Source: an optimization exercise on an open RTL-to-GDS flow (aim: small area). Production flows keep margins and buffers that such runs may drop.
In this exercise RTL edits were held to simulation tests only and were not proved equivalent to the original.

==> inputs of 06-17 <==
// unflatten_stream
module unflatten_stream #(
  parameter int DATA_W = cnn_pkg::DATA_W,
  parameter int COLS   = cnn_pkg::COLS,
  parameter int ROWS   = cnn_pkg::ROWS
) (
  input  logic                     clk,
  input  logic                     rst_n,
  input  logic                     start,
  input  logic                     in_valid,
  output logic                     in_ready,
  input  logic signed [DATA_W-1:0] in_data,
  input  logic                     in_last,
  output logic [COLS*ROWS*DATA_W-1:0] grid_out,
  output logic                     frame_valid,
  input  logic                     frame_ack,
  output logic                     busy,
  output logic                     len_err
);
==> module grid_index_counter, before the edit <==
module grid_index_counter #(
  parameter  int N  = cnn_pkg::COLS * cnn_pkg::ROWS,
  localparam int IW = (N > 1) ? $clog2(N) : 1
) (
  input  logic          clk,
  input  logic          clear,
  input  logic          advance,
  output logic          last_idx
);
  logic [IW-1:0] idx;
  always_ff @(posedge clk) begin
    if (advance) idx <= clear ? IW'(1) : idx + 1'b1;
    else if (clear) idx <= '0;
  end
  assign last_idx = ((idx & IW'(N - 1)) == IW'(N - 1));
endmodule
==> module unflatten_stream, before the edit <==
module unflatten_stream #(
  parameter int DATA_W = cnn_pkg::DATA_W,
  parameter int COLS   = cnn_pkg::COLS,
  parameter int ROWS   = cnn_pkg::ROWS
) (
  input  logic                     clk,
  input  logic                     rst_n,
  input  logic                     start,
  input  logic                     in_valid,
  output logic                     in_ready,
  input  logic signed [DATA_W-1:0] in_data,
  input  logic                     in_last,
  output logic [COLS*ROWS*DATA_W-1:0] grid_out,
  output logic                     frame_valid,
  input  logic                     frame_ack,
  output logic                     busy,
  output logic                     len_err
);
  localparam int N  = COLS * ROWS;
  localparam int GW = N * DATA_W;
  logic fill_q;    
  logic hold_q;    
  logic accept;
  logic clear;
  logic last_idx;
  logic final_elem;
  assign in_ready    = fill_q;
  assign busy        = fill_q;
  assign frame_valid = hold_q;
  assign accept     = in_valid & fill_q;
  assign clear      = start & (~hold_q | frame_ack);
  assign final_elem = last_idx & ~start & (N != 1);
  grid_index_counter #(
    .N (N)
  ) u_index (
    .clk      (clk),
    .clear    (clear),
    .advance  (accept),
    .last_idx (last_idx)
  );
  always_ff @(posedge clk or negedge rst_n) begin
    if (!rst_n) begin
      fill_q  <= 1'b0;
      hold_q  <= 1'b0;
      len_err <= 1'b0;
    end else if (fill_q) begin
      if (accept) begin
        if (final_elem) begin
          fill_q  <= 1'b0;
          hold_q  <= 1'b1;
          len_err <= len_err | ~in_last;
        end else if (in_last) begin
          fill_q  <= 1'b0;
          len_err <= 1'b1;
        end
      end
    end else if (hold_q) begin
      if (frame_ack) begin
        hold_q <= 1'b0;
        if (start) begin
          fill_q  <= 1'b1;
          len_err <= 1'b0;
        end
      end
    end else if (start) begin
      fill_q  <= 1'b1;
      len_err <= 1'b0;
    end
  end
  always_ff @(posedge clk) begin
    if (accept) grid_out <= {in_data, grid_out[GW-1:DATA_W]};
  end
endmodule
clock: 5.0 ns
lec_check: 0
cap_margin: 20
core_area: 5 5 715 715
cts_buf_list: sky130_fd_sc_hd__clkbuf_16
cts_cluster_diameter: 70
cts_cluster_size: 36
die_area: 0 0 720 720
place_density: 0.8
slew_margin: 20
standard.sh (not shown) runs the stock make flow with config.mk's settings and CLKGATE_MAP_FILE= SYNTH_SCRIPT=/design/flow/synth_recipe.tcl, a recipe that flattens the netlist after the stock synthesis.
==> flow/flow/run.sh <==
#!/bin/bash
# Standard layout, with the port buffers made from the smallest buffer cell.
set -euo pipefail
bash standard.sh BUFFER_PORTS_ARGS="-buffer_cell sky130_fd_sc_hd__buf_1" finish > standard.log 2>&1
==> 10-22 (differences from 06-17) <==
==> flow/design.v (replaced) <==
package cnn_pkg;
  localparam int DATA_W = 16;
  localparam int COLS   = 11;
  localparam int ROWS   = 11;
  typedef enum logic [1:0] {
    IDLE,
    FILL,
    HOLD
  } unflat_state_t;
endpackage
module grid_index_counter #(
  parameter  int COLS = cnn_pkg::COLS,
  parameter  int ROWS = cnn_pkg::ROWS,
  localparam int RW   = (ROWS > 1) ? $clog2(ROWS) : 1,
  localparam int CW   = (COLS > 1) ? $clog2(COLS) : 1
) (
  input  logic          clk,
  input  logic          rst_n,
  input  logic          clear,
  input  logic          advance,
  output logic [RW-1:0] row,
  output logic [CW-1:0] col,
  output logic          last_idx
);
  logic [RW-1:0] base_row;
  logic [CW-1:0] base_col;
  always_comb begin
    base_row = row;
    base_col = col;
    if (clear) begin
      base_row = '0;
      base_col = '0;
    end
  end
  always_ff @(posedge clk or negedge rst_n) begin
    if (!rst_n) begin
      row <= '0;
      col <= '0;
    end else if (advance) begin
      if (base_row == RW'(ROWS - 1)) begin
        row <= '0;
        col <= (base_col == CW'(COLS - 1)) ? '0 : base_col + 1'b1;
      end else begin
        row <= base_row + 1'b1;
        col <= base_col;
      end
    end else if (clear) begin
      row <= '0;
      col <= '0;
    end
  end
  assign last_idx = (row == RW'(ROWS - 1)) && (col == CW'(COLS - 1));
endmodule
module unflatten_stream #(
  parameter int DATA_W = cnn_pkg::DATA_W,
  parameter int COLS   = cnn_pkg::COLS,
  parameter int ROWS   = cnn_pkg::ROWS
) (
  input  logic                     clk,
  input  logic                     rst_n,
  input  logic                     start,
  input  logic                     in_valid,
  output logic                     in_ready,
  input  logic signed [DATA_W-1:0] in_data,
  input  logic                     in_last,
  output logic [COLS*ROWS*DATA_W-1:0] grid_out,
  output logic                     frame_valid,
  input  logic                     frame_ack,
  output logic                     busy,
  output logic                     len_err
);
  localparam int RW = (ROWS > 1) ? $clog2(ROWS) : 1;
  localparam int CW = (COLS > 1) ? $clog2(COLS) : 1;
  cnn_pkg::unflat_state_t state;
  logic          ready_q;
  logic          accept;
  logic          clear;
  logic          final_elem;
  logic          last_idx;
  logic [RW-1:0] row;
  logic [CW-1:0] col;
  logic [RW-1:0] wr_row;
  logic [CW-1:0] wr_col;
  assign in_ready = ready_q;
  assign accept          = in_valid & ready_q;
  assign clear           = start & ((state != cnn_pkg::HOLD) | frame_ack);
  grid_index_counter #(
    .COLS (COLS),
    .ROWS (ROWS)
  ) u_index (
    .clk      (clk),
    .rst_n    (rst_n),
    .clear    (clear),
    .advance  (accept),
    .row      (row),
    .col      (col),
    .last_idx (last_idx)
  );
  always_comb begin
    wr_row     = row;
    wr_col     = col;
    final_elem = last_idx;
    if (start) begin
      wr_row     = '0;
      wr_col     = '0;
      final_elem = (COLS * ROWS == 1);
    end
  end
  always_ff @(posedge clk or negedge rst_n) begin
    if (!rst_n) begin
      state       <= cnn_pkg::IDLE;
      ready_q     <= 1'b0;
      busy        <= 1'b0;
      frame_valid <= 1'b0;
      len_err     <= 1'b0;
    end else begin
      unique case (state)
        cnn_pkg::IDLE: begin
          if (start) begin
            state   <= cnn_pkg::FILL;
            ready_q <= 1'b1;
            busy    <= 1'b1;
            len_err <= 1'b0;
          end
        end
        cnn_pkg::FILL: begin
          if (accept) begin
            if (final_elem) begin
              state       <= cnn_pkg::HOLD;
              ready_q     <= 1'b0;
              busy        <= 1'b0;
              frame_valid <= 1'b1;
              len_err     <= (len_err & ~start) | ~in_last;
            end else if (in_last) begin
              state   <= cnn_pkg::IDLE;
              ready_q <= 1'b0;
              busy    <= 1'b0;
              len_err <= 1'b1;
            end
          end
        end
        cnn_pkg::HOLD: begin
          if (frame_ack) begin
            frame_valid <= 1'b0;
            if (start) begin
              state   <= cnn_pkg::FILL;
              ready_q <= 1'b1;
              busy    <= 1'b1;
              len_err <= 1'b0;
            end else begin
              state <= cnn_pkg::IDLE;
            end
          end
        end
        default: begin
          state   <= cnn_pkg::IDLE;
          ready_q <= 1'b0;
          busy    <= 1'b0;
        end
      endcase
    end
  end
  always_ff @(posedge clk or negedge rst_n) begin
    if (!rst_n) begin
      for (int c = 0; c < COLS; c++) begin
        for (int r = 0; r < ROWS; r++) begin
          grid_out[(c*ROWS+r)*DATA_W +: DATA_W] <= '0;
        end
      end
    end else if (accept) begin
      for (int c = 0; c < COLS; c++) begin
        for (int r = 0; r < ROWS; r++) begin
          if (wr_col == CW'(c) && wr_row == RW'(r)) begin
            grid_out[(c*ROWS+r)*DATA_W +: DATA_W] <= in_data;
          end
        end
      end
    end
  end
endmodule
==> flow/run.sh (new file) <==
#!/bin/bash
# synth_recipe.tcl (not shown) runs the flow's synth.tcl, then flattens the netlist and writes it again
# the make line also repeats each setting of config.mk as NAME=value (left out here)
make -C /OpenROAD-flow-scripts/flow DESIGN_CONFIG=/design/flow/config.mk WORK_HOME=/design/flow/orfs CLKGATE_MAP_FILE= SYNTH_SCRIPT=/design/flow/synth_recipe.tcl finish
Settings changed: CTS_BUF_LIST sky130_fd_sc_hd__clkbuf_16 to default, CTS_CLUSTER_DIAMETER 70 to default, CTS_CLUSTER_SIZE 36 to default, PLACE_DENSITY 0.8 to default.
removed: flow/flow/run.sh
removed: flow/standard.sh
==> 12-15 (differences from 06-17) <==
==> flow/flow/run.sh (replaced) <==
#!/bin/bash
# Standard layout, with the port buffers made from the smallest buffer cell and a clock
# tree of clkbuf_8 sink clusters without dummy loads.
set -euo pipefail
bash standard.sh \
  BUFFER_PORTS_ARGS="-buffer_cell sky130_fd_sc_hd__buf_1" \
  CTS_ARGS="-sink_clustering_enable -repair_clock_nets -dont_use_dummy_load -buf_list sky130_fd_sc_hd__clkbuf_8 -sink_clustering_size 17 -sink_clustering_max_diameter 100" \
  finish > standard.log 2>&1
Settings changed: CTS_BUF_LIST sky130_fd_sc_hd__clkbuf_16 to default, CTS_CLUSTER_DIAMETER 70 to default, CTS_CLUSTER_SIZE 36 to default, GPL_TIMING_DRIVEN from default to 0.
==> notes <==
10-22 completed with no timing, DRC or antenna violations. 12-15 finished but failed the layout checks on antenna rules. 06-17 finished clean.
Clock-buffer cell count: 06-17 < 12-15 < 10-22.
Against 12-15, the cell count of 10-22 is larger by about 24%.
Cell area: 10-22 > 06-17 > 12-15.
The lowest core utilization belongs to 12-15, the highest to 10-22.

## afterwards: timing with drivers on the ports
The results above use ideal ports. As a check the final layouts listed here were re-extracted and re-timed, cells and wires unchanged.
Step 1, drivers: a clkbuf_16 drives clk and a buf_2 each remaining input, both assumed.
Step 2 times the ports against the registers' clock, not the clock port: input delays grow and output delays shrink by t, the midpoint of the rising clock arrivals with the driver on.
Slacks: no drivers / after step 1 / after step 2; pairs: no drivers / after step 1.
run | t, ns | slack for setup (ns) | worst setup path at the end | pins driven straight from the clock port
06-17 | 0.924 | 1.987 / 1.902 / 1.900 | input to register | 1
10-22 | 0.965 | 1.462 / 1.428 / 0.463 | input to register | 1
12-15 | 0.971 | 0.180 / 0.180 / -0.499 | input to register | 1
For 10-22, which loses most, drivers alone change the setup slack by -0.034 ns; drivers and shift together by -0.999 ns.
